This is an optimization exercise on Yosys and OpenROAD, whose aim is small area and a short achievable clock period, not a production implementation.
In this exercise RTL edits were held to simulation tests only and were not proved equivalent to the original.

==> flow/design.v, too long to show whole: its modules and the start of the top module <==
// module bf_front: 1288 lines
// module bf_back: 125 lines
// module sub25: 280 lines
// module box_axis: 28 lines
// module bbox_raster: 142 lines
module bbox_raster #(
    parameter int SIGFIG     = 24,
    parameter int RADIX      = 10,
    parameter int PIPE_DEPTH = 3
) (
    input  logic                     clk,
    input  logic                     arst_n,
    input  logic [3*SIGFIG-1:0]      tri_x,
    input  logic [3*SIGFIG-1:0]      tri_y,
    input  logic                     tri_valid,
    input  logic                     halt_n,
    input  logic signed [SIGFIG-1:0] screen_x,
    input  logic signed [SIGFIG-1:0] screen_y,
    input  logic [3:0]               msaa_mode,
    output logic [3*SIGFIG-1:0]      out_tri_x,
    output logic [3*SIGFIG-1:0]      out_tri_y,
    output logic signed [SIGFIG-1:0] box_ll_x,
    output logic signed [SIGFIG-1:0] box_ll_y,
    output logic signed [SIGFIG-1:0] box_ur_x,
    output logic signed [SIGFIG-1:0] box_ur_y,
    output logic                     out_valid
);
  // ...
==> flow/flow/run.sh <==
#!/bin/bash
set -euo pipefail
MARGIN=$(cat flow/margin.txt)
bash standard.sh SETUP_SLACK_MARGIN=$MARGIN \
    "BUFFER_PORTS_ARGS=-buffer_cell sky130_fd_sc_hd__buf_2" finish > make_finish.log 2>&1
==> flow/flow/margin.txt <==
9.8
==> flow/standard.sh <==
#!/bin/bash
# synth_recipe.tcl (not shown) runs the flow's synth.tcl, then flattens the netlist and writes it again
# the make line also repeats each setting of config.mk as NAME=value (left out here)
make -C /OpenROAD-flow-scripts/flow DESIGN_CONFIG=/design/flow/config.mk WORK_HOME=/design/flow/orfs CLKGATE_MAP_FILE= SYNTH_SCRIPT=/design/flow/synth_recipe.tcl "${@:-finish}"
==> flow/config.mk <==
export PLATFORM = sky130hd
export DESIGN_NAME = bbox_raster
export DESIGN_NICKNAME = bbox_raster
export VERILOG_FILES = /design/flow/design.v
export SDC_FILE = /design/flow/constraint.sdc
export NUM_CORES = 4
export LEC_CHECK = 0
export ABC_AREA = 1
export CAP_MARGIN = 20
export CORE_MARGIN = 2
export CORE_UTILIZATION = 40
export SLEW_MARGIN = 20
==> flow/constraint.sdc <==
create_clock -name core_clock -period 14.0 [get_ports {clk}]
set_input_delay 2.8000 -clock core_clock [delete_from_list [all_inputs] [get_ports {clk}]]
set_output_delay 2.8000 -clock core_clock [all_outputs]
set_load 0.01 [all_outputs]
==> results.toml, run 1 <==
[sta]
slew_headroom_pct = 27.9
hold_ws_ns = 0.373
finalSetupTns_ns = 0
fin_skew_ns = 0.0805
rsz0062_at_grt = "yes"

[synthesis]
synth_top_family_by_area = "adder cells"
synth_top_area_cell = "edfxtp_1"
yosys.area.top_type_share_pct = 41.3
synth-edff-count = 906
ys.flop_type = "edfxtp_1"
synthesis.area_mm2 = 0.0659
yosysUniqueCellTypes = 56

[worst_setup_path]
crit_end = "s2_bf[121]$_DFFE_PP_"
path_buf_inv = 8
worst_path_most_repeated_cell = "fa_1"
r2r-end = "s2_bf[121]$_DFFE_PP_"

[clock_network]
insertion_delay_ns = 0.76
htreeDepth = 3
ctsResizeCount = 213

[finish]
diodes = 24
n_sequential_cell = 909
seq-cell-share_pct = 34.6
clockBufferCount = 122
fin_util_pct = 47.9
clk_share_pct = 4.07

[worst_hold_path]
worstHoldStart = "s1_y[34]$_DFFE_PP_"
holdPathStages = 0

[global_routing]
use_met3_pct = 6.87

[place]
place_congestion = 0.960
postPlaceCellArea_mm2 = 0.0703
dp.cells = 8561

[detailed_routing]
wl_met3_um = 31300

[outcome]
run_status = "timing/DRC/antenna clean"

[die]
tapCellCount = 2189
==> module bbox_raster, before the edit <==
module bbox_raster #(
    parameter int SIGFIG     = 24,
    parameter int RADIX      = 10,
    parameter int PIPE_DEPTH = 3
) (
    input  logic                     clk,
    input  logic                     arst_n,
    input  logic [3*SIGFIG-1:0]      tri_x,
    input  logic [3*SIGFIG-1:0]      tri_y,
    input  logic                     tri_valid,
    input  logic                     halt_n,
    input  logic signed [SIGFIG-1:0] screen_x,
    input  logic signed [SIGFIG-1:0] screen_y,
    input  logic [3:0]               msaa_mode,
    output logic [3*SIGFIG-1:0]      out_tri_x,
    output logic [3*SIGFIG-1:0]      out_tri_y,
    output logic signed [SIGFIG-1:0] box_ll_x,
    output logic signed [SIGFIG-1:0] box_ll_y,
    output logic signed [SIGFIG-1:0] box_ur_x,
    output logic signed [SIGFIG-1:0] box_ur_y,
    output logic                     out_valid
);
    localparam int NV = 182;
    logic advance;
    assign advance = halt_n || !out_valid;
    logic [2:0] keep_in;
    always_comb begin
        case (msaa_mode)
            raster_fixed_pkg::MSAA_4X:  keep_in = 3'b100;
            raster_fixed_pkg::MSAA_16X: keep_in = 3'b110;
            raster_fixed_pkg::MSAA_64X: keep_in = 3'b111;
            default:                    keep_in = 3'b000;
        endcase
    end
    logic signed [SIGFIG-1:0] x0, x1, x2, y0, y1, y2;
    assign {x2, x1, x0} = tri_x;
    assign {y2, y1, y0} = tri_y;
    logic signed [SIGFIG:0] dx10, dx21, dy10, dy21;
    assign dx10 = x1 - x0;
    assign dx21 = x2 - x1;
    assign dy10 = y1 - y0;
    assign dy21 = y2 - y1;
    logic [2:0] cmp_x, cmp_y;
    assign cmp_x = {x2 < x0, dx21[SIGFIG], dx10[SIGFIG]};
    assign cmp_y = {y2 < y0, dy21[SIGFIG], dy10[SIGFIG]};
    logic                     v1;
    logic [3*SIGFIG-1:0]      s1_x, s1_y;
    logic signed [SIGFIG-1:0] s1_sx, s1_sy;
    logic [2:0]               s1_keep;
    logic signed [SIGFIG:0]   s1_dx10, s1_dx21, s1_dy10, s1_dy21;
    logic [2:0]               s1_cx, s1_cy;
    always_ff @(posedge clk or negedge arst_n) begin
        if (!arst_n)      v1 <= 1'b0;
        else if (advance) v1 <= tri_valid;
    end
    always_ff @(posedge clk) begin
        if (advance) begin
            s1_x    <= tri_x;
            s1_y    <= tri_y;
            s1_sx   <= screen_x;
            s1_sy   <= screen_y;
            s1_keep <= keep_in;
            s1_dx10 <= dx10;
            s1_dx21 <= dx21;
            s1_dy10 <= dy10;
            s1_dy21 <= dy21;
            s1_cx   <= cmp_x;
            s1_cy   <= cmp_y;
        end
    end
    logic [NV-1:0] bf_vec;
    bf_front bf_front_i (.a(s1_dx10), .b(s1_dx21), .c(s1_dy10), .d(s1_dy21), .v(bf_vec));
    logic                     v2;
    logic [3*SIGFIG-1:0]      s2_x, s2_y;
    logic signed [SIGFIG-1:0] s2_sx, s2_sy;
    logic [2:0]               s2_keep;
    logic [2:0]               s2_cx, s2_cy;
    logic [NV-1:0]            s2_bf;
    always_ff @(posedge clk or negedge arst_n) begin
        if (!arst_n)      v2 <= 1'b0;
        else if (advance) v2 <= v1;
    end
    always_ff @(posedge clk) begin
        if (advance) begin
            s2_x    <= s1_x;
            s2_y    <= s1_y;
            s2_sx   <= s1_sx;
            s2_sy   <= s1_sy;
            s2_keep <= s1_keep;
            s2_cx   <= s1_cx;
            s2_cy   <= s1_cy;
            s2_bf   <= bf_vec;
        end
    end
    logic backface;
    bf_back bf_back_i (.v(s2_bf), .bf(backface));
    logic signed [SIGFIG-1:0] ll_x, ll_y, ur_x, ur_y;
    logic                     off_x, off_y;
    box_axis #(.SIGFIG(SIGFIG)) axis_x (
        .v   (s2_x),
        .cmp (s2_cx),
        .keep(s2_keep),
        .lim (s2_sx),
        .ll  (ll_x),
        .ur  (ur_x),
        .off (off_x)
    );
    box_axis #(.SIGFIG(SIGFIG)) axis_y (
        .v   (s2_y),
        .cmp (s2_cy),
        .keep(s2_keep),
        .lim (s2_sy),
        .ll  (ll_y),
        .ur  (ur_y),
        .off (off_y)
    );
    logic                     v3;
    logic [3*SIGFIG-1:0]      s3_x, s3_y;
    logic [SIGFIG-1:7]        s3_llx, s3_lly;
    logic signed [SIGFIG-1:0] s3_urx, s3_ury;
    always_ff @(posedge clk or negedge arst_n) begin
        if (!arst_n)      v3 <= 1'b0;
        else if (advance) v3 <= v2 && !backface && !off_x && !off_y;
    end
    always_ff @(posedge clk) begin
        if (advance) begin
            s3_x   <= s2_x;
            s3_y   <= s2_y;
            s3_llx <= ll_x[SIGFIG-1:7];
            s3_lly <= ll_y[SIGFIG-1:7];
            s3_urx <= ur_x;
            s3_ury <= ur_y;
        end
    end
    assign out_valid = v3;
    assign out_tri_x = s3_x;
    assign out_tri_y = s3_y;
    assign box_ll_x  = {s3_llx, 7'd0};
    assign box_ll_y  = {s3_lly, 7'd0};
    assign box_ur_x  = s3_urx;
    assign box_ur_y  = s3_ury;
endmodule
==> inputs of run 2 (changes only) <==
--- a/flow/design.v
+++ b/flow/design.v
@@ -4,17 +4,17 @@
     typedef enum logic [3:0] {
         MSAA_1X  = 4'b1000,  
         MSAA_4X  = 4'b0100,  
         MSAA_16X = 4'b0010,  
         MSAA_64X = 4'b0001   
     } msaa_e;
 endpackage
 `timescale 1ns/1ps
-module bf_front (input logic [24:0] a, b, c, d, output logic [181:0] v);
+module bf_front (input logic [24:0] a, b, c, d, output logic [243:0] v);
     wire cone0_0 = c[0] ^ 1'b0;
     wire ctwo0_1 = (c[1] & ~c[0] & ~1'b0) | (~c[1] & c[0] & 1'b0);
     wire cneg0_2 = c[1];
     wire pp3 = ((b[0] & cone0_0)) ^ cneg0_2;
     wire pp4 = ((b[1] & cone0_0) | (b[0] & ctwo0_1)) ^ cneg0_2;
     wire pp5 = ((b[2] & cone0_0) | (b[1] & ctwo0_1)) ^ cneg0_2;
     wire pp6 = ((b[3] & cone0_0) | (b[2] & ctwo0_1)) ^ cneg0_2;
     wire pp7 = ((b[4] & cone0_0) | (b[3] & ctwo0_1)) ^ cneg0_2;
@@ -1226,204 +1226,204 @@
     wire [1:0] f1213 = {1'b0, f1110[1]} + {1'b0, f1111[1]} + {1'b0, f1112[0]};
     wire [1:0] f1214 = {1'b0, f1113[0]} + {1'b0, pp745} + {1'b0, 1'b1};
     wire [1:0] f1215 = {1'b0, f1112[1]} + {1'b0, f1113[1]} + {1'b0, f1114[0]};
     wire [1:0] f1216 = {1'b0, f1114[1]} + {1'b0, f1115[1]} + {1'b0, f1116[0]};
     wire [1:0] f1217 = {1'b0, f1116[1]} + {1'b0, f1117[0]} + {1'b0, f968[0]};
     wire [1:0] f1218 = {1'b0, f1117[1]} + {1'b0, f1118[0]} + {1'b0, f971[0]};
     wire [1:0] f1219 = {1'b0, f1118[1]} + {1'b0, f1119[0]} + {1'b0, pp750};
     wire [1:0] f1220 = {1'b0, f1119[1]} + {1'b0, f1120[0]} + {1'b0, 1'b1};
-    wire [1:0] f1221 = {1'b0, f1122[1]} + {1'b0, f976[0]} + {1'b0, pp410};
-    wire [1:0] f1222 = {1'b0, f1125[1]} + {1'b0, f1126[0]} + {1'b0, f982[0]};
-    wire [1:0] f1223 = {1'b0, f1126[1]} + {1'b0, f1127[0]} + {1'b0, f984[0]};
-    wire [1:0] f1224 = {1'b0, f1127[1]} + {1'b0, f1128[0]} + {1'b0, f1129[0]};
-    wire [1:0] f1225 = {1'b0, f1128[1]} + {1'b0, f1129[1]} + {1'b0, f1130[0]};
-    wire [1:0] f1226 = {1'b0, f1130[1]} + {1'b0, f1131[0]} + {1'b0, f1132[0]};
-    wire [1:0] f1227 = {1'b0, f1131[1]} + {1'b0, f1132[1]} + {1'b0, f1133[0]};
-    wire [1:0] f1228 = {1'b0, f1133[1]} + {1'b0, f1134[1]} + {1'b0, f1135[0]};
-    wire [1:0] f1229 = {1'b0, f1136[0]} + {1'b0, pp528} + {1'b0, pp555};
-    wire [1:0] f1230 = {1'b0, f1135[1]} + {1'b0, f1136[1]} + {1'b0, f1137[0]};
-    wire [1:0] f1231 = {1'b0, f1137[1]} + {1'b0, f1138[1]} + {1'b0, f1139[0]};
-    wire [1:0] f1232 = {1'b0, f1139[1]} + {1'b0, f1140[1]} + {1'b0, f1141[0]};
-    wire [1:0] f1233 = {1'b0, f1141[1]} + {1'b0, f1142[1]} + {1'b0, f1143[1]};
-    wire [1:0] f1234 = {1'b0, f1144[0]} + {1'b0, f1145[0]} + {1'b0, f1011[0]};
-    wire [1:0] f1235 = {1'b0, f1144[1]} + {1'b0, f1145[1]} + {1'b0, f1146[0]};
-    wire [1:0] f1236 = {1'b0, f1147[0]} + {1'b0, f1148[0]} + {1'b0, dneg9_640};
-    wire [1:0] f1237 = {1'b0, f1146[1]} + {1'b0, f1147[1]} + {1'b0, f1148[1]};
-    wire [1:0] f1238 = {1'b0, f1149[0]} + {1'b0, f1150[0]} + {1'b0, f1151[0]};
-    wire [1:0] f1239 = {1'b0, f1149[1]} + {1'b0, f1150[1]} + {1'b0, f1151[1]};
-    wire [1:0] f1240 = {1'b0, f1152[0]} + {1'b0, f1153[0]} + {1'b0, f1154[0]};
-    wire [1:0] f1241 = {1'b0, f1152[1]} + {1'b0, f1153[1]} + {1'b0, f1154[1]};
-    wire [1:0] f1242 = {1'b0, f1155[0]} + {1'b0, f1156[0]} + {1'b0, f1157[0]};
-    wire [1:0] f1243 = {1'b0, f1155[1]} + {1'b0, f1156[1]} + {1'b0, f1157[1]};
-    wire [1:0] f1244 = {1'b0, f1158[0]} + {1'b0, f1159[0]} + {1'b0, f1160[0]};
-    wire [1:0] f1245 = {1'b0, f1158[1]} + {1'b0, f1159[1]} + {1'b0, f1160[1]};
-    wire [1:0] f1246 = {1'b0, f1161[1]} + {1'b0, f1162[0]} + {1'b0, f1163[0]};
-    wire [1:0] f1247 = {1'b0, f1164[0]} + {1'b0, f1040[0]} + {1'b0, f857[0]};
-    wire [1:0] f1248 = {1'b0, f1162[1]} + {1'b0, f1163[1]} + {1'b0, f1164[1]};
-    wire [1:0] f1249 = {1'b0, f1165[0]} + {1'b0, f1166[0]} + {1'b0, f1167[0]};
-    wire [1:0] f1250 = {1'b0, f1165[1]} + {1'b0, f1166[1]} + {1'b0, f1167[1]};
-    wire [1:0] f1251 = {1'b0, f1168[0]} + {1'b0, f1169[0]} + {1'b0, f1170[0]};
-    wire [1:0] f1252 = {1'b0, f1168[1]} + {1'b0, f1169[1]} + {1'b0, f1170[1]};
-    wire [1:0] f1253 = {1'b0, f1171[1]} + {1'b0, f1172[0]} + {1'b0, f1173[0]};
-    wire [1:0] f1254 = {1'b0, f1174[0]} + {1'b0, f1175[0]} + {1'b0, 1'b1};
-    wire [1:0] f1255 = {1'b0, f1172[1]} + {1'b0, f1173[1]} + {1'b0, f1174[1]};
-    wire [1:0] f1256 = {1'b0, f1175[1]} + {1'b0, f1176[0]} + {1'b0, f1177[0]};
-    wire [1:0] f1257 = {1'b0, f1176[1]} + {1'b0, f1177[1]} + {1'b0, f1178[1]};
-    wire [1:0] f1258 = {1'b0, f1179[1]} + {1'b0, f1180[0]} + {1'b0, f1181[0]};
-    wire [1:0] f1259 = {1'b0, f1182[0]} + {1'b0, f1067[0]} + {1'b0, pp732};
-    wire [1:0] f1260 = {1'b0, f1180[1]} + {1'b0, f1181[1]} + {1'b0, f1182[1]};
-    wire [1:0] f1261 = {1'b0, f1183[0]} + {1'b0, f1184[0]} + {1'b0, f1185[0]};
-    wire [1:0] f1262 = {1'b0, f1183[1]} + {1'b0, f1184[1]} + {1'b0, f1185[1]};
-    wire [1:0] f1263 = {1'b0, f1186[0]} + {1'b0, f1187[0]} + {1'b0, f1188[0]};
-    wire [1:0] f1264 = {1'b0, f1186[1]} + {1'b0, f1187[1]} + {1'b0, f1188[1]};
-    wire [1:0] f1265 = {1'b0, f1189[0]} + {1'b0, f1190[0]} + {1'b0, f1191[0]};
-    wire [1:0] f1266 = {1'b0, f1189[1]} + {1'b0, f1190[1]} + {1'b0, f1191[1]};
-    wire [1:0] f1267 = {1'b0, f1192[0]} + {1'b0, f1193[0]} + {1'b0, f1194[0]};
-    wire [1:0] f1268 = {1'b0, f1192[1]} + {1'b0, f1193[1]} + {1'b0, f1194[1]};
-    wire [1:0] f1269 = {1'b0, f1195[0]} + {1'b0, f1196[0]} + {1'b0, f1197[0]};
-    wire [1:0] f1270 = {1'b0, f1195[1]} + {1'b0, f1196[1]} + {1'b0, f1197[1]};
-    wire [1:0] f1271 = {1'b0, f1198[0]} + {1'b0, f1199[0]} + {1'b0, f1092[0]};
-    wire [1:0] f1272 = {1'b0, f1198[1]} + {1'b0, f1199[1]} + {1'b0, f1200[0]};
-    wire [1:0] f1273 = {1'b0, f1201[0]} + {1'b0, f1096[0]} + {1'b0, f1097[0]};
-    wire [1:0] f1274 = {1'b0, f1200[1]} + {1'b0, f1201[1]} + {1'b0, f1202[0]};
-    wire [1:0] f1275 = {1'b0, f1202[1]} + {1'b0, f1203[1]} + {1'b0, f1204[1]};
-    wire [1:0] f1276 = {1'b0, f1205[1]} + {1'b0, f1206[1]} + {1'b0, f1207[0]};
-    wire [1:0] f1277 = {1'b0, f1207[1]} + {1'b0, f1208[1]} + {1'b0, f1209[0]};
-    wire [1:0] f1278 = {1'b0, f1209[1]} + {1'b0, f1210[1]} + {1'b0, f1211[0]};
-    wire [1:0] f1279 = {1'b0, f1211[1]} + {1'b0, f1212[1]} + {1'b0, f1213[0]};
-    wire [1:0] f1280 = {1'b0, f1213[1]} + {1'b0, f1214[1]} + {1'b0, f1215[0]};
-    wire [1:0] f1281 = {1'b0, f1215[1]} + {1'b0, f1216[0]} + {1'b0, f966[0]};
-    wire [1:0] f1282 = {1'b0, f1216[1]} + {1'b0, f1217[0]} + {1'b0, f969[0]};
-    wire [1:0] f1283 = {1'b0, f1217[1]} + {1'b0, f1218[0]} + {1'b0, 1'b1};
-    wire [1:0] f1284 = {1'b0, f1220[1]} + {1'b0, f1120[1]} + {1'b0, f1121[0]};
-    assign v = {f974[0], f1121[1], f1284[1], f1284[0], f1220[0], f1219[1], f1219[0], f1218[1], f1283[1], f1283[0], f1282[1], f1282[0], f1281[1], f967[0], f1281[0], f1280[1], pp746, f1115[0], f1280[0], f1279[1], f1214[0], f1279[0], f1278[1], pp744, f1212[0], f1278[0], f1277[1], f1210[0], f1277[0], f1276[1], f1208[0], f1276[0], f1275[1], f1206[0], f1205[0], f1275[0], f1274[1], f1204[0], f1203[0], f1274[0], f1273[1], f1272[1], f1273[0], f1272[0], f1271[1], f1270[1], f1093[0], f1271[0], f1270[0], f1269[1], f1268[1], f1269[0], f1268[0], f1267[1], f1266[1], f1267[0], f1266[0], f1265[1], f1264[1], f917[0], f1265[0], f1264[0], f1263[1], f1262[1], f1077[0], f1263[0], f1262[0], f1261[1], f1260[1], f1072[0], f1261[0], f1260[0], f1259[1], f1258[1], f1257[1], f1259[0], f1258[0], f1257[0], f1256[1], f1255[1], f1179[0], f1178[0], f1256[0], f1255[0], f1254[1], f1253[1], f1252[1], f1254[0], f1253[0], f1252[0], f1251[1], f1250[1], pp729, f1171[0], f1251[0], f1250[0], f1249[1], f1248[1], f1046[0], f1045[0], f1249[0], f1248[0], f1247[1], f1246[1], f1245[1], f1247[0], f1246[0], f1245[0], f1244[1], f1243[1], f1161[0], f1244[0], f1243[0], f1242[1], f1241[1], pp671, f1242[0], f1241[0], f1240[1], f1239[1], f834[0], f833[0], f1240[0], f1239[0], f1238[1], f1237[1], f1238[0], f1237[0], f1236[1], f1235[1], f1236[0], f1235[0], f1234[1], f1233[1], f1012[0], f1234[0], f1233[0], f1232[1], f1143[0], f1142[0], f1232[0], f1231[1], f1004[0], f1140[0], f1231[0], f1230[1], f796[0], f1138[0], f1230[0], f1229[1], f1228[1], f1229[0], f1228[0], f1227[1], f1134[0], f1227[0], f1226[1], f781[0], f1226[0], f1225[1], f989[0], f988[0], f1225[0], f1224[1], f1224[0], f1223[1], f1223[0], f1222[1], pp468, f1222[0], f1125[0], f1124[1], f1124[0], f1123[1], dneg2_437, f1123[0], f1221[1], f1221[0], f1122[0], f975[0], dneg0_379, f754[0]};
+    assign v = {f974[0], f1121[1], f1121[0], f1120[1], f1220[1], f1220[0], f1219[1], f1219[0], f1218[1], f1218[0], f1217[1], f969[0], f1217[0], f1216[1], f967[0], f966[0], f1216[0], f1215[1], pp746, f1115[0], f1215[0], f1214[1], f1213[1], f1214[0], f1213[0], f1212[1], f1211[1], pp744, f1212[0], f1211[0], f1210[1], f1209[1], f1210[0], f1209[0], f1208[1], f1207[1], f1208[0], f1207[0], f1206[1], f1205[1], f1206[0], f1205[0], f1204[1], f1203[1], f1202[1], f1204[0], f1203[0], f1202[0], f1201[1], f1200[1], f1097[0], f1096[0], f1201[0], f1200[0], f1199[1], f1198[1], f1093[0], f1092[0], f1199[0], f1198[0], f1197[1], f1196[1], f1195[1], f1197[0], f1196[0], f1195[0], f1194[1], f1193[1], f1192[1], f1194[0], f1193[0], f1192[0], f1191[1], f1190[1], f1189[1], f917[0], f1191[0], f1190[0], f1189[0], f1188[1], f1187[1], f1186[1], f1077[0], f1188[0], f1187[0], f1186[0], f1185[1], f1184[1], f1183[1], f1072[0], f1185[0], f1184[0], f1183[0], f1182[1], f1181[1], f1180[1], pp732, f1067[0], f1182[0], f1181[0], f1180[0], f1179[1], f1178[1], f1177[1], f1176[1], f1179[0], f1178[0], f1177[0], f1176[0], f1175[1], f1174[1], f1173[1], f1172[1], f1175[0], f1174[0], f1173[0], f1172[0], f1171[1], f1170[1], f1169[1], f1168[1], pp729, f1171[0], f1170[0], f1169[0], f1168[0], f1167[1], f1166[1], f1165[1], f1046[0], f1045[0], f1167[0], f1166[0], f1165[0], f1164[1], f1163[1], f1162[1], f857[0], f1040[0], f1164[0], f1163[0], f1162[0], f1161[1], f1160[1], f1159[1], f1158[1], f1161[0], f1160[0], f1159[0], f1158[0], f1157[1], f1156[1], f1155[1], pp671, f1157[0], f1156[0], f1155[0], f1154[1], f1153[1], f1152[1], f834[0], f833[0], f1154[0], f1153[0], f1152[0], f1151[1], f1150[1], f1149[1], f1151[0], f1150[0], f1149[0], f1148[1], f1147[1], f1146[1], dneg9_640, f1148[0], f1147[0], f1146[0], f1145[1], f1144[1], f1012[0], f1011[0], f1145[0], f1144[0], f1143[1], f1142[1], f1141[1], f1143[0], f1142[0], f1141[0], f1140[1], f1139[1], f1004[0], f1140[0], f1139[0], f1138[1], f1137[1], f796[0], f1138[0], f1137[0], f1136[1], f1135[1], pp555, pp528, f1136[0], f1135[0], f1134[1], f1133[1], f1134[0], f1133[0], f1132[1], f1131[1], f781[0], f1132[0], f1131[0], f1130[1], f989[0], f988[0], f1130[0], f1129[1], f1128[1], f1129[0], f1128[0], f1127[1], f984[0], f1127[0], f1126[1], pp468, f982[0], f1126[0], f1125[1], f1125[0], f1124[1], f1124[0], f1123[1], dneg2_437, f1123[0], pp410, f976[0], f1122[1], f1122[0], f975[0], dneg0_379, f754[0]};
 endmodule
-module bf_back (input logic [181:0] v, output logic bf);
-    wire [1:0] f1285 = {1'b0, v[77]} + {1'b0, v[78]};
-    wire [1:0] f1286 = {1'b0, v[84]} + {1'b0, v[85]};
-    wire [1:0] f1287 = {1'b0, v[95]} + {1'b0, v[96]};
-    wire [1:0] f1288 = {1'b0, v[107]} + {1'b0, v[108]};
-    wire [1:0] f1289 = {1'b0, v[31]} + {1'b0, v[32]};
-    wire [1:0] f1290 = {1'b0, v[36]} + {1'b0, v[37]};
-    wire [1:0] f1291 = {1'b0, v[40]} + {1'b0, v[41]};
-    wire [1:0] f1292 = {1'b0, v[44]} + {1'b0, v[45]};
-    wire [1:0] f1293 = {1'b0, v[48]} + {1'b0, v[49]};
-    wire [1:0] f1294 = {1'b0, v[52]} + {1'b0, v[53]};
-    wire [1:0] f1295 = {1'b0, v[56]} + {1'b0, v[57]} + {1'b0, v[58]};
-    wire [1:0] f1296 = {1'b0, v[59]} + {1'b0, v[60]};
-    wire [1:0] f1297 = {1'b0, v[62]} + {1'b0, v[63]} + {1'b0, v[64]};
-    wire [1:0] f1298 = {1'b0, v[65]} + {1'b0, v[66]};
-    wire [1:0] f1299 = {1'b0, v[67]} + {1'b0, v[68]} + {1'b0, v[69]};
-    wire [1:0] f1300 = {1'b0, v[70]} + {1'b0, v[71]};
-    wire [1:0] f1301 = {1'b0, v[72]} + {1'b0, v[73]} + {1'b0, v[74]};
-    wire [1:0] f1302 = {1'b0, v[75]} + {1'b0, v[76]};
-    wire [1:0] f1303 = {1'b0, f1285[0]} + {1'b0, v[79]} + {1'b0, v[80]};
-    wire [1:0] f1304 = {1'b0, v[81]} + {1'b0, v[82]} + {1'b0, v[83]};
-    wire [1:0] f1305 = {1'b0, f1286[0]} + {1'b0, v[86]} + {1'b0, v[87]};
-    wire [1:0] f1306 = {1'b0, v[88]} + {1'b0, v[89]} + {1'b0, f1285[1]};
-    wire [1:0] f1307 = {1'b0, v[90]} + {1'b0, v[91]} + {1'b0, v[92]};
-    wire [1:0] f1308 = {1'b0, v[93]} + {1'b0, v[94]} + {1'b0, f1286[1]};
-    wire [1:0] f1309 = {1'b0, f1287[0]} + {1'b0, v[97]} + {1'b0, v[98]};
-    wire [1:0] f1310 = {1'b0, v[99]} + {1'b0, v[100]} + {1'b0, v[101]};
-    wire [1:0] f1311 = {1'b0, v[102]} + {1'b0, v[103]} + {1'b0, v[104]};
-    wire [1:0] f1312 = {1'b0, v[105]} + {1'b0, v[106]} + {1'b0, f1287[1]};
-    wire [1:0] f1313 = {1'b0, f1288[0]} + {1'b0, v[109]} + {1'b0, v[110]};
-    wire [1:0] f1314 = {1'b0, v[111]} + {1'b0, v[112]} + {1'b0, 1'b1};
-    wire [1:0] f1315 = {1'b0, v[113]} + {1'b0, v[114]} + {1'b0, v[115]};
-    wire [1:0] f1316 = {1'b0, v[116]} + {1'b0, v[117]} + {1'b0, f1288[1]};
-    wire [1:0] f1317 = {1'b0, v[118]} + {1'b0, v[119]} + {1'b0, v[120]};
-    wire [1:0] f1318 = {1'b0, v[121]} + {1'b0, v[122]};
-    wire [1:0] f1319 = {1'b0, v[123]} + {1'b0, v[124]} + {1'b0, v[125]};
-    wire [1:0] f1320 = {1'b0, v[127]} + {1'b0, v[128]};
-    wire [1:0] f1321 = {1'b0, v[131]} + {1'b0, v[132]} + {1'b0, v[133]};
-    wire [1:0] f1322 = {1'b0, v[136]} + {1'b0, v[137]};
-    wire [1:0] f1323 = {1'b0, v[140]} + {1'b0, v[141]} + {1'b0, v[142]};
-    wire [1:0] f1324 = {1'b0, v[145]} + {1'b0, v[146]};
-    wire [1:0] f1325 = {1'b0, v[18]} + {1'b0, v[19]};
-    wire [1:0] f1326 = {1'b0, v[22]} + {1'b0, v[23]};
-    wire [1:0] f1327 = {1'b0, v[25]} + {1'b0, v[26]};
-    wire [1:0] f1328 = {1'b0, v[28]} + {1'b0, v[29]};
-    wire [1:0] f1329 = {1'b0, f1289[0]} + {1'b0, v[33]} + {1'b0, v[34]};
-    wire [1:0] f1330 = {1'b0, f1290[0]} + {1'b0, v[38]} + {1'b0, v[39]};
-    wire [1:0] f1331 = {1'b0, f1291[0]} + {1'b0, v[42]} + {1'b0, v[43]};
-    wire [1:0] f1332 = {1'b0, f1292[0]} + {1'b0, v[46]} + {1'b0, v[47]};
-    wire [1:0] f1333 = {1'b0, f1293[0]} + {1'b0, v[50]} + {1'b0, v[51]};
-    wire [1:0] f1334 = {1'b0, f1294[0]} + {1'b0, v[54]} + {1'b0, v[55]};
-    wire [1:0] f1335 = {1'b0, f1295[0]} + {1'b0, f1296[0]} + {1'b0, v[61]};
-    wire [1:0] f1336 = {1'b0, f1297[0]} + {1'b0, f1298[0]} + {1'b0, f1295[1]};
-    wire [1:0] f1337 = {1'b0, f1299[0]} + {1'b0, f1300[0]} + {1'b0, f1297[1]};
-    wire [1:0] f1338 = {1'b0, f1301[0]} + {1'b0, f1302[0]} + {1'b0, f1299[1]};
-    wire [1:0] f1339 = {1'b0, f1303[0]} + {1'b0, f1304[0]} + {1'b0, f1301[1]};
-    wire [1:0] f1340 = {1'b0, f1305[0]} + {1'b0, f1306[0]} + {1'b0, f1303[1]};
-    wire [1:0] f1341 = {1'b0, f1307[0]} + {1'b0, f1308[0]} + {1'b0, f1305[1]};
-    wire [1:0] f1342 = {1'b0, f1309[0]} + {1'b0, f1310[0]} + {1'b0, f1307[1]};
-    wire [1:0] f1343 = {1'b0, f1311[0]} + {1'b0, f1312[0]} + {1'b0, f1309[1]};
-    wire [1:0] f1344 = {1'b0, f1313[0]} + {1'b0, f1314[0]} + {1'b0, f1311[1]};
-    wire [1:0] f1345 = {1'b0, f1315[0]} + {1'b0, f1316[0]} + {1'b0, f1313[1]};
-    wire [1:0] f1346 = {1'b0, f1317[0]} + {1'b0, f1318[0]} + {1'b0, f1315[1]};
-    wire [1:0] f1347 = {1'b0, f1319[0]} + {1'b0, v[126]} + {1'b0, f1317[1]};
-    wire [1:0] f1348 = {1'b0, f1320[0]} + {1'b0, v[129]} + {1'b0, v[130]};
-    wire [1:0] f1349 = {1'b0, f1321[0]} + {1'b0, v[134]} + {1'b0, v[135]};
-    wire [1:0] f1350 = {1'b0, f1322[0]} + {1'b0, v[138]} + {1'b0, v[139]};
-    wire [1:0] f1351 = {1'b0, f1323[0]} + {1'b0, v[143]} + {1'b0, v[144]};
-    wire [1:0] f1352 = {1'b0, f1324[0]} + {1'b0, v[147]} + {1'b0, v[148]};
-    wire [1:0] f1353 = {1'b0, v[149]} + {1'b0, v[150]} + {1'b0, v[151]};
-    wire [1:0] f1354 = {1'b0, v[152]} + {1'b0, v[153]};
-    wire [1:0] f1355 = {1'b0, v[155]} + {1'b0, v[156]} + {1'b0, v[157]};
-    wire [1:0] f1356 = {1'b0, v[159]} + {1'b0, v[160]};
-    wire [1:0] f1357 = {1'b0, v[162]} + {1'b0, v[163]} + {1'b0, v[164]};
-    wire [1:0] f1358 = {1'b0, v[166]} + {1'b0, v[167]};
-    wire [1:0] f1359 = {1'b0, v[5]} + {1'b0, v[6]};
-    wire [1:0] f1360 = {1'b0, v[8]} + {1'b0, v[9]};
-    wire [1:0] f1361 = {1'b0, v[10]} + {1'b0, v[11]};
-    wire [1:0] f1362 = {1'b0, v[12]} + {1'b0, v[13]};
-    wire [1:0] f1363 = {1'b0, v[14]} + {1'b0, v[15]};
-    wire [1:0] f1364 = {1'b0, v[16]} + {1'b0, v[17]};
-    wire [1:0] f1365 = {1'b0, f1325[0]} + {1'b0, v[20]} + {1'b0, v[21]};
-    wire [1:0] f1366 = {1'b0, f1326[0]} + {1'b0, v[24]} + {1'b0, f1325[1]};
-    wire [1:0] f1367 = {1'b0, f1327[0]} + {1'b0, v[27]} + {1'b0, f1326[1]};
-    wire [1:0] f1368 = {1'b0, f1328[0]} + {1'b0, v[30]} + {1'b0, f1327[1]};
-    wire [1:0] f1369 = {1'b0, f1329[0]} + {1'b0, v[35]} + {1'b0, f1328[1]};
-    wire [1:0] f1370 = {1'b0, f1330[0]} + {1'b0, f1289[1]} + {1'b0, f1329[1]};
-    wire [1:0] f1371 = {1'b0, f1331[0]} + {1'b0, f1290[1]} + {1'b0, f1330[1]};
-    wire [1:0] f1372 = {1'b0, f1332[0]} + {1'b0, f1291[1]} + {1'b0, f1331[1]};
-    wire [1:0] f1373 = {1'b0, f1333[0]} + {1'b0, f1292[1]} + {1'b0, f1332[1]};
-    wire [1:0] f1374 = {1'b0, f1334[0]} + {1'b0, f1293[1]} + {1'b0, f1333[1]};
-    wire [1:0] f1375 = {1'b0, f1335[0]} + {1'b0, f1294[1]} + {1'b0, f1334[1]};
-    wire [1:0] f1376 = {1'b0, f1336[0]} + {1'b0, f1296[1]} + {1'b0, f1335[1]};
-    wire [1:0] f1377 = {1'b0, f1337[0]} + {1'b0, f1298[1]} + {1'b0, f1336[1]};
-    wire [1:0] f1378 = {1'b0, f1338[0]} + {1'b0, f1300[1]} + {1'b0, f1337[1]};
-    wire [1:0] f1379 = {1'b0, f1339[0]} + {1'b0, f1302[1]} + {1'b0, f1338[1]};
-    wire [1:0] f1380 = {1'b0, f1340[0]} + {1'b0, f1304[1]} + {1'b0, f1339[1]};
-    wire [1:0] f1381 = {1'b0, f1341[0]} + {1'b0, f1306[1]} + {1'b0, f1340[1]};
-    wire [1:0] f1382 = {1'b0, f1342[0]} + {1'b0, f1308[1]} + {1'b0, f1341[1]};
-    wire [1:0] f1383 = {1'b0, f1343[0]} + {1'b0, f1310[1]} + {1'b0, f1342[1]};
-    wire [1:0] f1384 = {1'b0, f1344[0]} + {1'b0, f1312[1]} + {1'b0, f1343[1]};
-    wire [1:0] f1385 = {1'b0, f1345[0]} + {1'b0, f1314[1]} + {1'b0, f1344[1]};
-    wire [1:0] f1386 = {1'b0, f1346[0]} + {1'b0, f1316[1]} + {1'b0, f1345[1]};
-    wire [1:0] f1387 = {1'b0, f1347[0]} + {1'b0, f1318[1]} + {1'b0, f1346[1]};
-    wire [1:0] f1388 = {1'b0, f1348[0]} + {1'b0, f1319[1]} + {1'b0, f1347[1]};
-    wire [1:0] f1389 = {1'b0, f1349[0]} + {1'b0, f1320[1]} + {1'b0, f1348[1]};
-    wire [1:0] f1390 = {1'b0, f1350[0]} + {1'b0, f1321[1]} + {1'b0, f1349[1]};
-    wire [1:0] f1391 = {1'b0, f1351[0]} + {1'b0, f1322[1]} + {1'b0, f1350[1]};
-    wire [1:0] f1392 = {1'b0, f1352[0]} + {1'b0, f1323[1]} + {1'b0, f1351[1]};
-    wire [1:0] f1393 = {1'b0, f1353[0]} + {1'b0, f1324[1]} + {1'b0, f1352[1]};
-    wire [1:0] f1394 = {1'b0, f1354[0]} + {1'b0, v[154]} + {1'b0, f1353[1]};
-    wire [1:0] f1395 = {1'b0, f1355[0]} + {1'b0, v[158]} + {1'b0, f1354[1]};
-    wire [1:0] f1396 = {1'b0, f1356[0]} + {1'b0, v[161]} + {1'b0, f1355[1]};
-    wire [1:0] f1397 = {1'b0, f1357[0]} + {1'b0, v[165]} + {1'b0, f1356[1]};
-    wire [1:0] f1398 = {1'b0, f1358[0]} + {1'b0, v[168]} + {1'b0, f1357[1]};
-    wire [1:0] f1399 = {1'b0, v[169]} + {1'b0, v[170]} + {1'b0, f1358[1]};
-    wire [1:0] f1400 = {1'b0, v[171]} + {1'b0, v[172]};
-    wire [1:0] f1401 = {1'b0, v[173]} + {1'b0, v[174]} + {1'b0, v[175]};
-    wire [1:0] f1402 = {1'b0, v[176]} + {1'b0, v[177]};
-    wire [1:0] f1403 = {1'b0, v[179]} + {1'b0, v[180]};
-    wire [49:0] r0 = {f1403[0], v[178], f1402[0], f1401[0], f1400[0], f1399[0], f1398[0], f1397[0], f1396[0], f1395[0], f1394[0], f1393[0], f1392[0], f1391[0], f1390[0], f1389[0], f1388[0], f1387[0], f1386[0], f1385[0], f1384[0], f1383[0], f1382[0], f1381[0], f1380[0], f1379[0], f1378[0], f1377[0], f1376[0], f1375[0], f1374[0], f1373[0], f1372[0], f1371[0], f1370[0], f1369[0], f1368[0], f1367[0], f1366[0], f1365[0], f1364[0], f1363[0], f1362[0], f1361[0], f1360[0], f1359[0], v[4], v[3], v[2], v[0]};
-    wire [49:0] r1 = {v[181], f1402[1], f1401[1], f1400[1], f1399[1], f1398[1], f1397[1], f1396[1], f1395[1], f1394[1], f1393[1], f1392[1], f1391[1], f1390[1], f1389[1], f1388[1], f1387[1], f1386[1], f1385[1], f1384[1], f1383[1], f1382[1], f1381[1], f1380[1], f1379[1], f1378[1], f1377[1], f1376[1], f1375[1], f1374[1], f1373[1], f1372[1], f1371[1], f1370[1], f1369[1], f1368[1], f1367[1], f1366[1], f1365[1], f1364[1], f1363[1], f1362[1], f1361[1], f1360[1], f1359[1], v[7], 1'b0, 1'b0, 1'b0, v[1]};
+module bf_back (input logic [243:0] v, output logic bf);
+    wire [1:0] f1221 = {1'b0, v[57]} + {1'b0, v[58]};
+    wire [1:0] f1222 = {1'b0, v[64]} + {1'b0, v[65]};
+    wire [1:0] f1223 = {1'b0, v[70]} + {1'b0, v[71]};
+    wire [1:0] f1224 = {1'b0, v[76]} + {1'b0, v[77]} + {1'b0, v[78]};
+    wire [1:0] f1225 = {1'b0, v[79]} + {1'b0, v[80]};
+    wire [1:0] f1226 = {1'b0, v[84]} + {1'b0, v[85]} + {1'b0, v[86]};
+    wire [1:0] f1227 = {1'b0, v[87]} + {1'b0, v[88]};
+    wire [1:0] f1228 = {1'b0, v[91]} + {1'b0, v[92]} + {1'b0, v[93]};
+    wire [1:0] f1229 = {1'b0, v[94]} + {1'b0, v[95]};
+    wire [1:0] f1230 = {1'b0, v[98]} + {1'b0, v[99]} + {1'b0, v[100]};
+    wire [1:0] f1231 = {1'b0, v[101]} + {1'b0, v[102]} + {1'b0, v[103]};
+    wire [1:0] f1232 = {1'b0, v[104]} + {1'b0, v[105]};
+    wire [1:0] f1233 = {1'b0, v[107]} + {1'b0, v[108]} + {1'b0, v[109]};
+    wire [1:0] f1234 = {1'b0, v[110]} + {1'b0, v[111]} + {1'b0, v[112]};
+    wire [1:0] f1235 = {1'b0, v[113]} + {1'b0, v[114]};
+    wire [1:0] f1236 = {1'b0, v[115]} + {1'b0, v[116]} + {1'b0, v[117]};
+    wire [1:0] f1237 = {1'b0, v[118]} + {1'b0, v[119]} + {1'b0, v[120]};
+    wire [1:0] f1238 = {1'b0, v[121]} + {1'b0, v[122]};
+    wire [1:0] f1239 = {1'b0, v[123]} + {1'b0, v[124]} + {1'b0, v[125]};
+    wire [1:0] f1240 = {1'b0, v[126]} + {1'b0, v[127]} + {1'b0, v[128]};
+    wire [1:0] f1241 = {1'b0, v[129]} + {1'b0, v[130]} + {1'b0, 1'b1};
+    wire [1:0] f1242 = {1'b0, v[131]} + {1'b0, v[132]} + {1'b0, v[133]};
+    wire [1:0] f1243 = {1'b0, v[134]} + {1'b0, v[135]} + {1'b0, v[136]};
+    wire [1:0] f1244 = {1'b0, v[137]} + {1'b0, v[138]};
+    wire [1:0] f1245 = {1'b0, v[139]} + {1'b0, v[140]} + {1'b0, v[141]};
+    wire [1:0] f1246 = {1'b0, v[142]} + {1'b0, v[143]} + {1'b0, v[144]};
+    wire [1:0] f1247 = {1'b0, v[145]} + {1'b0, v[146]} + {1'b0, v[147]};
+    wire [1:0] f1248 = {1'b0, v[148]} + {1'b0, v[149]} + {1'b0, v[150]};
+    wire [1:0] f1249 = {1'b0, v[151]} + {1'b0, v[152]} + {1'b0, v[153]};
+    wire [1:0] f1250 = {1'b0, v[154]} + {1'b0, 1'b1};
+    wire [1:0] f1251 = {1'b0, v[155]} + {1'b0, v[156]} + {1'b0, v[157]};
+    wire [1:0] f1252 = {1'b0, v[158]} + {1'b0, v[159]} + {1'b0, v[160]};
+    wire [1:0] f1253 = {1'b0, v[162]} + {1'b0, v[163]} + {1'b0, v[164]};
+    wire [1:0] f1254 = {1'b0, v[165]} + {1'b0, v[166]};
+    wire [1:0] f1255 = {1'b0, v[169]} + {1'b0, v[170]} + {1'b0, v[171]};
+    wire [1:0] f1256 = {1'b0, v[175]} + {1'b0, v[176]};
+    wire [1:0] f1257 = {1'b0, v[181]} + {1'b0, v[182]} + {1'b0, v[183]};
+    wire [1:0] f1258 = {1'b0, v[188]} + {1'b0, v[189]};
+    wire [1:0] f1259 = {1'b0, v[23]} + {1'b0, v[24]};
+    wire [1:0] f1260 = {1'b0, v[28]} + {1'b0, v[29]};
+    wire [1:0] f1261 = {1'b0, v[32]} + {1'b0, v[33]};
+    wire [1:0] f1262 = {1'b0, v[36]} + {1'b0, v[37]} + {1'b0, v[38]};
+    wire [1:0] f1263 = {1'b0, v[39]} + {1'b0, v[40]};
+    wire [1:0] f1264 = {1'b0, v[42]} + {1'b0, v[43]} + {1'b0, v[44]};
+    wire [1:0] f1265 = {1'b0, v[45]} + {1'b0, v[46]};
+    wire [1:0] f1266 = {1'b0, v[47]} + {1'b0, v[48]} + {1'b0, v[49]};
+    wire [1:0] f1267 = {1'b0, v[50]} + {1'b0, v[51]};
+    wire [1:0] f1268 = {1'b0, v[52]} + {1'b0, v[53]} + {1'b0, v[54]};
+    wire [1:0] f1269 = {1'b0, v[55]} + {1'b0, v[56]};
+    wire [1:0] f1270 = {1'b0, f1221[0]} + {1'b0, v[59]} + {1'b0, v[60]};
+    wire [1:0] f1271 = {1'b0, v[61]} + {1'b0, v[62]} + {1'b0, v[63]};
+    wire [1:0] f1272 = {1'b0, f1222[0]} + {1'b0, v[66]} + {1'b0, v[67]};
+    wire [1:0] f1273 = {1'b0, v[68]} + {1'b0, v[69]} + {1'b0, f1221[1]};
+    wire [1:0] f1274 = {1'b0, f1223[0]} + {1'b0, v[72]} + {1'b0, v[73]};
+    wire [1:0] f1275 = {1'b0, v[74]} + {1'b0, v[75]} + {1'b0, f1222[1]};
+    wire [1:0] f1276 = {1'b0, f1224[0]} + {1'b0, f1225[0]} + {1'b0, v[81]};
+    wire [1:0] f1277 = {1'b0, v[82]} + {1'b0, v[83]} + {1'b0, f1223[1]};
+    wire [1:0] f1278 = {1'b0, f1226[0]} + {1'b0, f1227[0]} + {1'b0, v[89]};
+    wire [1:0] f1279 = {1'b0, v[90]} + {1'b0, f1224[1]} + {1'b0, f1225[1]};
+    wire [1:0] f1280 = {1'b0, f1228[0]} + {1'b0, f1229[0]} + {1'b0, v[96]};
+    wire [1:0] f1281 = {1'b0, v[97]} + {1'b0, f1226[1]} + {1'b0, f1227[1]};
+    wire [1:0] f1282 = {1'b0, f1230[0]} + {1'b0, f1231[0]} + {1'b0, f1232[0]};
+    wire [1:0] f1283 = {1'b0, v[106]} + {1'b0, f1228[1]} + {1'b0, f1229[1]};
+    wire [1:0] f1284 = {1'b0, f1233[0]} + {1'b0, f1234[0]} + {1'b0, f1235[0]};
+    wire [1:0] f1285 = {1'b0, f1230[1]} + {1'b0, f1231[1]} + {1'b0, f1232[1]};
+    wire [1:0] f1286 = {1'b0, f1236[0]} + {1'b0, f1237[0]} + {1'b0, f1238[0]};
+    wire [1:0] f1287 = {1'b0, f1233[1]} + {1'b0, f1234[1]} + {1'b0, f1235[1]};
+    wire [1:0] f1288 = {1'b0, f1239[0]} + {1'b0, f1240[0]} + {1'b0, f1241[0]};
+    wire [1:0] f1289 = {1'b0, f1236[1]} + {1'b0, f1237[1]} + {1'b0, f1238[1]};
+    wire [1:0] f1290 = {1'b0, f1242[0]} + {1'b0, f1243[0]} + {1'b0, f1244[0]};
+    wire [1:0] f1291 = {1'b0, f1239[1]} + {1'b0, f1240[1]} + {1'b0, f1241[1]};
+    wire [1:0] f1292 = {1'b0, f1245[0]} + {1'b0, f1246[0]} + {1'b0, f1247[0]};
+    wire [1:0] f1293 = {1'b0, f1242[1]} + {1'b0, f1243[1]} + {1'b0, f1244[1]};
+    wire [1:0] f1294 = {1'b0, f1248[0]} + {1'b0, f1249[0]} + {1'b0, f1250[0]};
+    wire [1:0] f1295 = {1'b0, f1245[1]} + {1'b0, f1246[1]} + {1'b0, f1247[1]};
+    wire [1:0] f1296 = {1'b0, f1251[0]} + {1'b0, f1252[0]} + {1'b0, v[161]};
+    wire [1:0] f1297 = {1'b0, f1248[1]} + {1'b0, f1249[1]} + {1'b0, f1250[1]};
+    wire [1:0] f1298 = {1'b0, f1253[0]} + {1'b0, f1254[0]} + {1'b0, v[167]};
+    wire [1:0] f1299 = {1'b0, v[168]} + {1'b0, f1251[1]} + {1'b0, f1252[1]};
+    wire [1:0] f1300 = {1'b0, f1255[0]} + {1'b0, v[172]} + {1'b0, v[173]};
+    wire [1:0] f1301 = {1'b0, v[174]} + {1'b0, f1253[1]} + {1'b0, f1254[1]};
+    wire [1:0] f1302 = {1'b0, f1256[0]} + {1'b0, v[177]} + {1'b0, v[178]};
+    wire [1:0] f1303 = {1'b0, v[179]} + {1'b0, v[180]} + {1'b0, f1255[1]};
+    wire [1:0] f1304 = {1'b0, f1257[0]} + {1'b0, v[184]} + {1'b0, v[185]};
+    wire [1:0] f1305 = {1'b0, v[186]} + {1'b0, v[187]} + {1'b0, f1256[1]};
+    wire [1:0] f1306 = {1'b0, f1258[0]} + {1'b0, v[190]} + {1'b0, v[191]};
+    wire [1:0] f1307 = {1'b0, v[192]} + {1'b0, v[193]} + {1'b0, f1257[1]};
+    wire [1:0] f1308 = {1'b0, v[194]} + {1'b0, v[195]} + {1'b0, v[196]};
+    wire [1:0] f1309 = {1'b0, v[197]} + {1'b0, v[198]} + {1'b0, f1258[1]};
+    wire [1:0] f1310 = {1'b0, v[199]} + {1'b0, v[200]} + {1'b0, v[201]};
+    wire [1:0] f1311 = {1'b0, v[202]} + {1'b0, v[203]};
+    wire [1:0] f1312 = {1'b0, v[204]} + {1'b0, v[205]} + {1'b0, v[206]};
+    wire [1:0] f1313 = {1'b0, v[208]} + {1'b0, v[209]};
+    wire [1:0] f1314 = {1'b0, v[212]} + {1'b0, v[213]} + {1'b0, v[214]};
+    wire [1:0] f1315 = {1'b0, v[217]} + {1'b0, v[218]};
+    wire [1:0] f1316 = {1'b0, v[221]} + {1'b0, v[222]} + {1'b0, v[223]};
+    wire [1:0] f1317 = {1'b0, v[226]} + {1'b0, v[227]};
+    wire [1:0] f1318 = {1'b0, v[13]} + {1'b0, v[14]};
+    wire [1:0] f1319 = {1'b0, v[17]} + {1'b0, v[18]};
+    wire [1:0] f1320 = {1'b0, v[20]} + {1'b0, v[21]};
+    wire [1:0] f1321 = {1'b0, f1259[0]} + {1'b0, v[25]} + {1'b0, v[26]};
+    wire [1:0] f1322 = {1'b0, f1260[0]} + {1'b0, v[30]} + {1'b0, v[31]};
+    wire [1:0] f1323 = {1'b0, f1261[0]} + {1'b0, v[34]} + {1'b0, v[35]};
+    wire [1:0] f1324 = {1'b0, f1262[0]} + {1'b0, f1263[0]} + {1'b0, v[41]};
+    wire [1:0] f1325 = {1'b0, f1264[0]} + {1'b0, f1265[0]} + {1'b0, f1262[1]};
+    wire [1:0] f1326 = {1'b0, f1266[0]} + {1'b0, f1267[0]} + {1'b0, f1264[1]};
+    wire [1:0] f1327 = {1'b0, f1268[0]} + {1'b0, f1269[0]} + {1'b0, f1266[1]};
+    wire [1:0] f1328 = {1'b0, f1270[0]} + {1'b0, f1271[0]} + {1'b0, f1268[1]};
+    wire [1:0] f1329 = {1'b0, f1272[0]} + {1'b0, f1273[0]} + {1'b0, f1270[1]};
+    wire [1:0] f1330 = {1'b0, f1274[0]} + {1'b0, f1275[0]} + {1'b0, f1272[1]};
+    wire [1:0] f1331 = {1'b0, f1276[0]} + {1'b0, f1277[0]} + {1'b0, f1274[1]};
+    wire [1:0] f1332 = {1'b0, f1278[0]} + {1'b0, f1279[0]} + {1'b0, f1276[1]};
+    wire [1:0] f1333 = {1'b0, f1280[0]} + {1'b0, f1281[0]} + {1'b0, f1278[1]};
+    wire [1:0] f1334 = {1'b0, f1282[0]} + {1'b0, f1283[0]} + {1'b0, f1280[1]};
+    wire [1:0] f1335 = {1'b0, f1284[0]} + {1'b0, f1285[0]} + {1'b0, f1282[1]};
+    wire [1:0] f1336 = {1'b0, f1286[0]} + {1'b0, f1287[0]} + {1'b0, f1284[1]};
+    wire [1:0] f1337 = {1'b0, f1288[0]} + {1'b0, f1289[0]} + {1'b0, f1286[1]};
+    wire [1:0] f1338 = {1'b0, f1290[0]} + {1'b0, f1291[0]} + {1'b0, f1288[1]};
+    wire [1:0] f1339 = {1'b0, f1292[0]} + {1'b0, f1293[0]} + {1'b0, f1290[1]};
+    wire [1:0] f1340 = {1'b0, f1294[0]} + {1'b0, f1295[0]} + {1'b0, f1292[1]};
+    wire [1:0] f1341 = {1'b0, f1296[0]} + {1'b0, f1297[0]} + {1'b0, f1294[1]};
+    wire [1:0] f1342 = {1'b0, f1298[0]} + {1'b0, f1299[0]} + {1'b0, f1296[1]};
+    wire [1:0] f1343 = {1'b0, f1300[0]} + {1'b0, f1301[0]} + {1'b0, f1298[1]};
+    wire [1:0] f1344 = {1'b0, f1302[0]} + {1'b0, f1303[0]} + {1'b0, f1300[1]};
+    wire [1:0] f1345 = {1'b0, f1304[0]} + {1'b0, f1305[0]} + {1'b0, f1302[1]};
+    wire [1:0] f1346 = {1'b0, f1306[0]} + {1'b0, f1307[0]} + {1'b0, f1304[1]};
+    wire [1:0] f1347 = {1'b0, f1308[0]} + {1'b0, f1309[0]} + {1'b0, f1306[1]};
+    wire [1:0] f1348 = {1'b0, f1310[0]} + {1'b0, f1311[0]} + {1'b0, f1308[1]};
+    wire [1:0] f1349 = {1'b0, f1312[0]} + {1'b0, v[207]} + {1'b0, f1310[1]};
+    wire [1:0] f1350 = {1'b0, f1313[0]} + {1'b0, v[210]} + {1'b0, v[211]};
+    wire [1:0] f1351 = {1'b0, f1314[0]} + {1'b0, v[215]} + {1'b0, v[216]};
+    wire [1:0] f1352 = {1'b0, f1315[0]} + {1'b0, v[219]} + {1'b0, v[220]};
+    wire [1:0] f1353 = {1'b0, f1316[0]} + {1'b0, v[224]} + {1'b0, v[225]};
+    wire [1:0] f1354 = {1'b0, f1317[0]} + {1'b0, v[228]} + {1'b0, v[229]};
+    wire [1:0] f1355 = {1'b0, v[230]} + {1'b0, v[231]} + {1'b0, v[232]};
+    wire [1:0] f1356 = {1'b0, v[233]} + {1'b0, v[234]};
+    wire [1:0] f1357 = {1'b0, v[4]} + {1'b0, v[5]};
+    wire [1:0] f1358 = {1'b0, v[7]} + {1'b0, v[8]};
+    wire [1:0] f1359 = {1'b0, v[9]} + {1'b0, v[10]};
+    wire [1:0] f1360 = {1'b0, v[11]} + {1'b0, v[12]};
+    wire [1:0] f1361 = {1'b0, f1318[0]} + {1'b0, v[15]} + {1'b0, v[16]};
+    wire [1:0] f1362 = {1'b0, f1319[0]} + {1'b0, v[19]} + {1'b0, f1318[1]};
+    wire [1:0] f1363 = {1'b0, f1320[0]} + {1'b0, v[22]} + {1'b0, f1319[1]};
+    wire [1:0] f1364 = {1'b0, f1321[0]} + {1'b0, v[27]} + {1'b0, f1320[1]};
+    wire [1:0] f1365 = {1'b0, f1322[0]} + {1'b0, f1259[1]} + {1'b0, f1321[1]};
+    wire [1:0] f1366 = {1'b0, f1323[0]} + {1'b0, f1260[1]} + {1'b0, f1322[1]};
+    wire [1:0] f1367 = {1'b0, f1324[0]} + {1'b0, f1261[1]} + {1'b0, f1323[1]};
+    wire [1:0] f1368 = {1'b0, f1325[0]} + {1'b0, f1263[1]} + {1'b0, f1324[1]};
+    wire [1:0] f1369 = {1'b0, f1326[0]} + {1'b0, f1265[1]} + {1'b0, f1325[1]};
+    wire [1:0] f1370 = {1'b0, f1327[0]} + {1'b0, f1267[1]} + {1'b0, f1326[1]};
+    wire [1:0] f1371 = {1'b0, f1328[0]} + {1'b0, f1269[1]} + {1'b0, f1327[1]};
+    wire [1:0] f1372 = {1'b0, f1329[0]} + {1'b0, f1271[1]} + {1'b0, f1328[1]};
+    wire [1:0] f1373 = {1'b0, f1330[0]} + {1'b0, f1273[1]} + {1'b0, f1329[1]};
+    wire [1:0] f1374 = {1'b0, f1331[0]} + {1'b0, f1275[1]} + {1'b0, f1330[1]};
+    wire [1:0] f1375 = {1'b0, f1332[0]} + {1'b0, f1277[1]} + {1'b0, f1331[1]};
+    wire [1:0] f1376 = {1'b0, f1333[0]} + {1'b0, f1279[1]} + {1'b0, f1332[1]};
+    wire [1:0] f1377 = {1'b0, f1334[0]} + {1'b0, f1281[1]} + {1'b0, f1333[1]};
+    wire [1:0] f1378 = {1'b0, f1335[0]} + {1'b0, f1283[1]} + {1'b0, f1334[1]};
+    wire [1:0] f1379 = {1'b0, f1336[0]} + {1'b0, f1285[1]} + {1'b0, f1335[1]};
+    wire [1:0] f1380 = {1'b0, f1337[0]} + {1'b0, f1287[1]} + {1'b0, f1336[1]};
+    wire [1:0] f1381 = {1'b0, f1338[0]} + {1'b0, f1289[1]} + {1'b0, f1337[1]};
+    wire [1:0] f1382 = {1'b0, f1339[0]} + {1'b0, f1291[1]} + {1'b0, f1338[1]};
+    wire [1:0] f1383 = {1'b0, f1340[0]} + {1'b0, f1293[1]} + {1'b0, f1339[1]};
+    wire [1:0] f1384 = {1'b0, f1341[0]} + {1'b0, f1295[1]} + {1'b0, f1340[1]};
+    wire [1:0] f1385 = {1'b0, f1342[0]} + {1'b0, f1297[1]} + {1'b0, f1341[1]};
+    wire [1:0] f1386 = {1'b0, f1343[0]} + {1'b0, f1299[1]} + {1'b0, f1342[1]};
+    wire [1:0] f1387 = {1'b0, f1344[0]} + {1'b0, f1301[1]} + {1'b0, f1343[1]};
+    wire [1:0] f1388 = {1'b0, f1345[0]} + {1'b0, f1303[1]} + {1'b0, f1344[1]};
+    wire [1:0] f1389 = {1'b0, f1346[0]} + {1'b0, f1305[1]} + {1'b0, f1345[1]};
+    wire [1:0] f1390 = {1'b0, f1347[0]} + {1'b0, f1307[1]} + {1'b0, f1346[1]};
+    wire [1:0] f1391 = {1'b0, f1348[0]} + {1'b0, f1309[1]} + {1'b0, f1347[1]};
+    wire [1:0] f1392 = {1'b0, f1349[0]} + {1'b0, f1311[1]} + {1'b0, f1348[1]};
+    wire [1:0] f1393 = {1'b0, f1350[0]} + {1'b0, f1312[1]} + {1'b0, f1349[1]};
+    wire [1:0] f1394 = {1'b0, f1351[0]} + {1'b0, f1313[1]} + {1'b0, f1350[1]};
+    wire [1:0] f1395 = {1'b0, f1352[0]} + {1'b0, f1314[1]} + {1'b0, f1351[1]};
+    wire [1:0] f1396 = {1'b0, f1353[0]} + {1'b0, f1315[1]} + {1'b0, f1352[1]};
+    wire [1:0] f1397 = {1'b0, f1354[0]} + {1'b0, f1316[1]} + {1'b0, f1353[1]};
+    wire [1:0] f1398 = {1'b0, f1355[0]} + {1'b0, f1317[1]} + {1'b0, f1354[1]};
+    wire [1:0] f1399 = {1'b0, f1356[0]} + {1'b0, 1'b1} + {1'b0, f1355[1]};
+    wire [1:0] f1400 = {1'b0, v[235]} + {1'b0, v[236]} + {1'b0, f1356[1]};
+    wire [1:0] f1401 = {1'b0, v[237]} + {1'b0, v[238]};
+    wire [1:0] f1402 = {1'b0, v[239]} + {1'b0, v[240]} + {1'b0, v[241]};
+    wire [1:0] f1403 = {1'b0, v[242]} + {1'b0, v[243]};
+    wire [49:0] r0 = {f1403[0], f1402[0], f1401[0], f1400[0], f1399[0], f1398[0], f1397[0], f1396[0], f1395[0], f1394[0], f1393[0], f1392[0], f1391[0], f1390[0], f1389[0], f1388[0], f1387[0], f1386[0], f1385[0], f1384[0], f1383[0], f1382[0], f1381[0], f1380[0], f1379[0], f1378[0], f1377[0], f1376[0], f1375[0], f1374[0], f1373[0], f1372[0], f1371[0], f1370[0], f1369[0], f1368[0], f1367[0], f1366[0], f1365[0], f1364[0], f1363[0], f1362[0], f1361[0], f1360[0], f1359[0], f1358[0], f1357[0], v[3], v[2], v[0]};
+    wire [49:0] r1 = {f1402[1], f1401[1], f1400[1], f1399[1], f1398[1], f1397[1], f1396[1], f1395[1], f1394[1], f1393[1], f1392[1], f1391[1], f1390[1], f1389[1], f1388[1], f1387[1], f1386[1], f1385[1], f1384[1], f1383[1], f1382[1], f1381[1], f1380[1], f1379[1], f1378[1], f1377[1], f1376[1], f1375[1], f1374[1], f1373[1], f1372[1], f1371[1], f1370[1], f1369[1], f1368[1], f1367[1], f1366[1], f1365[1], f1364[1], f1363[1], f1362[1], f1361[1], f1360[1], f1359[1], f1358[1], f1357[1], v[6], 1'b0, 1'b0, v[1]};
     wire [49:0] sum = r0 + r1;
     assign bf = sum[49];
 endmodule
 module sub25 (input logic [23:0] p, q, output logic [24:0] d);
     wire [24:0] pe = {p[23], p};
     wire [24:0] qn = ~{q[23], q};
     wire [24:0] t = pe ^ qn;
     wire g0_0 = 1'b1;
@@ -1749,17 +1749,17 @@
     output logic [3*SIGFIG-1:0]      out_tri_x,
     output logic [3*SIGFIG-1:0]      out_tri_y,
     output logic signed [SIGFIG-1:0] box_ll_x,
     output logic signed [SIGFIG-1:0] box_ll_y,
     output logic signed [SIGFIG-1:0] box_ur_x,
     output logic signed [SIGFIG-1:0] box_ur_y,
     output logic                     out_valid
 );
-    localparam int NV = 182;
+    localparam int NV = 244;
     logic advance;
     assign advance = halt_n || !out_valid;
     logic [2:0] keep_in;
     always_comb begin
         case (msaa_mode)
             raster_fixed_pkg::MSAA_4X:  keep_in = 3'b100;
             raster_fixed_pkg::MSAA_16X: keep_in = 3'b110;
             raster_fixed_pkg::MSAA_64X: keep_in = 3'b111;
==> flow/flow/margin.txt (replaced) <==
9.5
==> run 2 against run 1 <==
  * Flip-flop and latch count is 62 higher
  * Highest routed layer unchanged
  * Still clean
  * First-iteration DRC count is 22% lower
  * Synthesized area is 3.2% higher
  * Largest cell class unchanged
  * Critical endpoint is now s2_bf[185]$_DFFE_PP_
  * Sequential share of layout area is 3.6 points higher
  * Setup slack worse by 0.078 ns
  * Hold slack better by 0.029 ns
  * Via count is 4.8% lower
==> results.toml, run 2 <==
[sta]
worstMarginPinSlew_ns = 1.18
slew_headroom_pct = 21.5
fmax_mhz = 224
rsz0062_at_grt = "yes"
finalMaxSlewViolations = 0
finalCritPeriodShare_pct = 31.9
fin_skew_ns = 0.0460
min_period_ns = 4.47
finalSetupViolations = 0
finalHoldViolCount = 0
finalSetupTns_ns = 0

[global_routing]
gr-total-overflow = 0
grt_max_degree = 167
gr-usage-all-layers_pct = 25.2
grt_pass1_vias = 49746
grt_pass1_wl_um = 325000
antenna_found_initial = 11

[synthesis]
yosysMostFrequentCell = "inv_1"
synth_top_family_by_area = "adder cells"
synthAdderAreaFrac_pct = 23.2
synth_mux_area_share_pct = 0.0165
yosysUniqueCellTypes = 55
ys_ff_latch = 971
yosysSeqAreaShare_pct = 42.8
synth_xor_area_share_pct = 8.78
yosys.area_share.simple_pct = 6.83
synth-edff-count = 968
ys.flop_type = "edfxtp_1"
synthesis.area_mm2 = 0.0680
synth_compound_area_share_pct = 10.3
synth_top_area_cell = "edfxtp_1"
ys_top_cells_by_area = "edfxtp_1 (43%), fa_1 (17%), xor2_1 (8.3%)"
yosys.area.top_type_share_pct = 42.7
netlist_instances = 6284
ys_warn_count = 2
synthTopCellsByCount = "inv_1 (1019), edfxtp_1 (968), nand2_1 (754)"
synthArstFlopShare_pct = 0.309
syn_area_per_cell_um2 = 10.8

[detailed_routing]
drtPass1Iterations = 8
num_vias = 49620
wl_per_cell_um = 24.8
antenna_left = 0
drc = 0
viasPerCell = 5.55
drt-total-wl_um = 222000
initialDrtViolationCount = 5334

[worst_setup_path]
end_kind = "flip-flop"
max_stage_delay_ns = 0.69
cp_data_required_time_ns = 14.47
critical_path_arrival_ns = 4.93
worstPathCellList = "buf_4 -> inv_1 -> o21ai_4 -> buf_4 -> o22ai_1 -> xor2_1 -> fa_1 -> inv_1 -> fa_1 -> fa_1 -> inv_1"
r2r_cells = 11
r2r-end = "s2_bf[185]$_DFFE_PP_"
crit_end = "s2_bf[185]$_DFFE_PP_"
ff2ff_setup_slack_ns = 9.53
path_max_fanout = 27
r2r_start = "s1_dy21[13]$_DFFE_PP_"
worst-setup-path-type = "flip-flop to flip-flop"
crit_start = "s1_dy21[13]$_DFFE_PP_"
cp_slowest_cell = "fa_1"
startpoint_type = "flip-flop"

[die]
io_pins = 441
die_area_mm2 = 0.173
core_mm2 = 0.169
start_util_pct = 40.2
die_y_um = 416
die_w_um = 416
rows = 151

[finish]
final_cells = 8933
largest_register_ffs = 244
nets = 7726
fillers = 15686
area_growth_pct = 11.9
layout_commonest_cell = "inv_1"
drive_gt1_share_pct = 11.8
largest-register = "s2_bf"
most-common-layout-cells = "inv_1 (1015), edfxtp_1 (968), nand2_1 (742), xor2_1 (648), fa_1 (593)"

[clock_network]
cts_tree = "built"
clock_sinks = 971
clk_pin_slew_worst_paths_ns = 0.06
cts_hold_buf = 0
clockBufferDepth = 3
cts_made_buffers = 103
insertion_delay_ns = 0.75
cts_root_buf = "clkbuf_16"
htreeDepth = 3

[flow_run]
maxCapViolCount = 0

[place]
dp.cells = 8712
io_buffers = 426
place_congestion = 0.982
hpwl_um = 163000

[outcome]
run_status = "timing/DRC/antenna clean"

[worst_hold_path]
hp-class = "flip-flop to flip-flop"
-- run 2: repair_timing --
item / in CTS / in global routing
pin swaps: 4 / 9
setup buffers: 1 / 13
setup endpoints to repair: 546 / 359
gates resized for setup: 19 / 36
cloned: 4 / 2
-- run 2: how the worst min path moves through the flow --
stage | startpoint | end | slack [ns] | cells after the start
after floorplan | s1_cx[2]$_DFFE_PP_ | s2_cx[2]$_DFFE_PP_ | 0.40 | 0
after global placement | s1_x[69]$_DFFE_PP_ | s2_x[69]$_DFFE_PP_ | 0.40 | 0
after detailed placement | s1_sx[14]$_DFFE_PP_ | s2_sx[14]$_DFFE_PP_ | 0.40 | 0
after CTS | s1_x[37]$_DFFE_PP_ | s2_x[37]$_DFFE_PP_ | 0.41 | 0
after global routing | s1_y[49]$_DFFE_PP_ | s2_y[49]$_DFFE_PP_ | 0.41 | 0
final | s1_y[49]$_DFFE_PP_ | s2_y[49]$_DFFE_PP_ | 0.40 | 0
-- run 2: routing by layer --
metal  up-vias  global-route usage, %  wire length [um]  share of wire [%]
li1      21697                      -                 -                  -
met4        10                   11.7             11500                5.2
met2      2798                   39.0             99700                 45
met5         -                      0                66              0.030
met3       589                   6.74             23400                 11
met1     24526                   33.1             87000                 39
-- run 2: area by class of cell --
cell class | instances | area, um2 | share of cell area, %
antenna | 11 | 27.5 | 0.0361
tap | 2218 | 2780 | 3.64
sequential | 971 | 29100 | 38.3
clock buffer | 127 | 2730 | 3.59
clock inverter | 63 | 671 | 0.881
timing repair buffer | 540 | 3130 | 4.11
inverter | 1040 | 3920 | 5.15
multi-input combinational | 3963 | 33800 | 44.3
-- run 2: logic make-up after synthesis --
| family | Yosys count |
|---|---|
| simple gates | 1138 |
| flops | 971 |
| other cells | 1 |
| mux | 1 |
| fa+ha+maj | 907 |
| xor+xnor | 682 |
| buf+inv | 1369 |
| compound gates | 1215 |
-- run 2: worst max-delay path: cells and delay by family, from the launching register on --
family	cells	cell delay [ns]
compound gates	2	0.38
flops	1	0.34
buf+inv	5	1.64
xor+xnor	1	0.20
fa+ha+maj	3	1.64
-- run 2: through the flow --
stage                     area (um2)  hold slack [ns]  setup slack, ns  utilization (%)
final                          76200            0.402             9.53             45.0
after global routing           76100            0.411             9.49             45.0
after CTS                      75900            0.408             9.51             44.9
after detailed placement       72300            0.405             8.16             42.8
after global placement         72300            0.400             8.19             42.8
after floorplan                68100            0.400             6.74                -

-- afterwards: timing with drivers on the ports --
No port has a modelled driver above. Below, the same layouts with a new extraction and two added sets of constraints.
Step 1: set_driving_cell puts a clkbuf_16 on clk and a buf_2 on each other input, an assumption about the parent block.
Step 2 adds t to the input delays and takes it off the output delays; t is the mean of the earliest and latest rising clock arrival at the registers after step 1. Input paths then give back, and output paths get back, about the clock's delay inside the block.
a / b / c = ideal / step 1 / step 2; a / b = the first two.
run	t (ns)	setup slack, ns	worst setup path after step 2	slew at the worst register clock pin (ns)	worst data-port slew with drivers (ns)
run 1	0.803	9.608 / 9.608 / 9.001	input to register	0.07 / 0.07	0.19
run 2	0.811	9.530 / 9.530 / 8.804	input to register	0.07 / 0.07	0.11
After both steps every run listed still meets setup and hold. For run 2, which loses most, drivers alone change the setup slack by 0.000 ns; drivers and shift together by -0.726 ns.
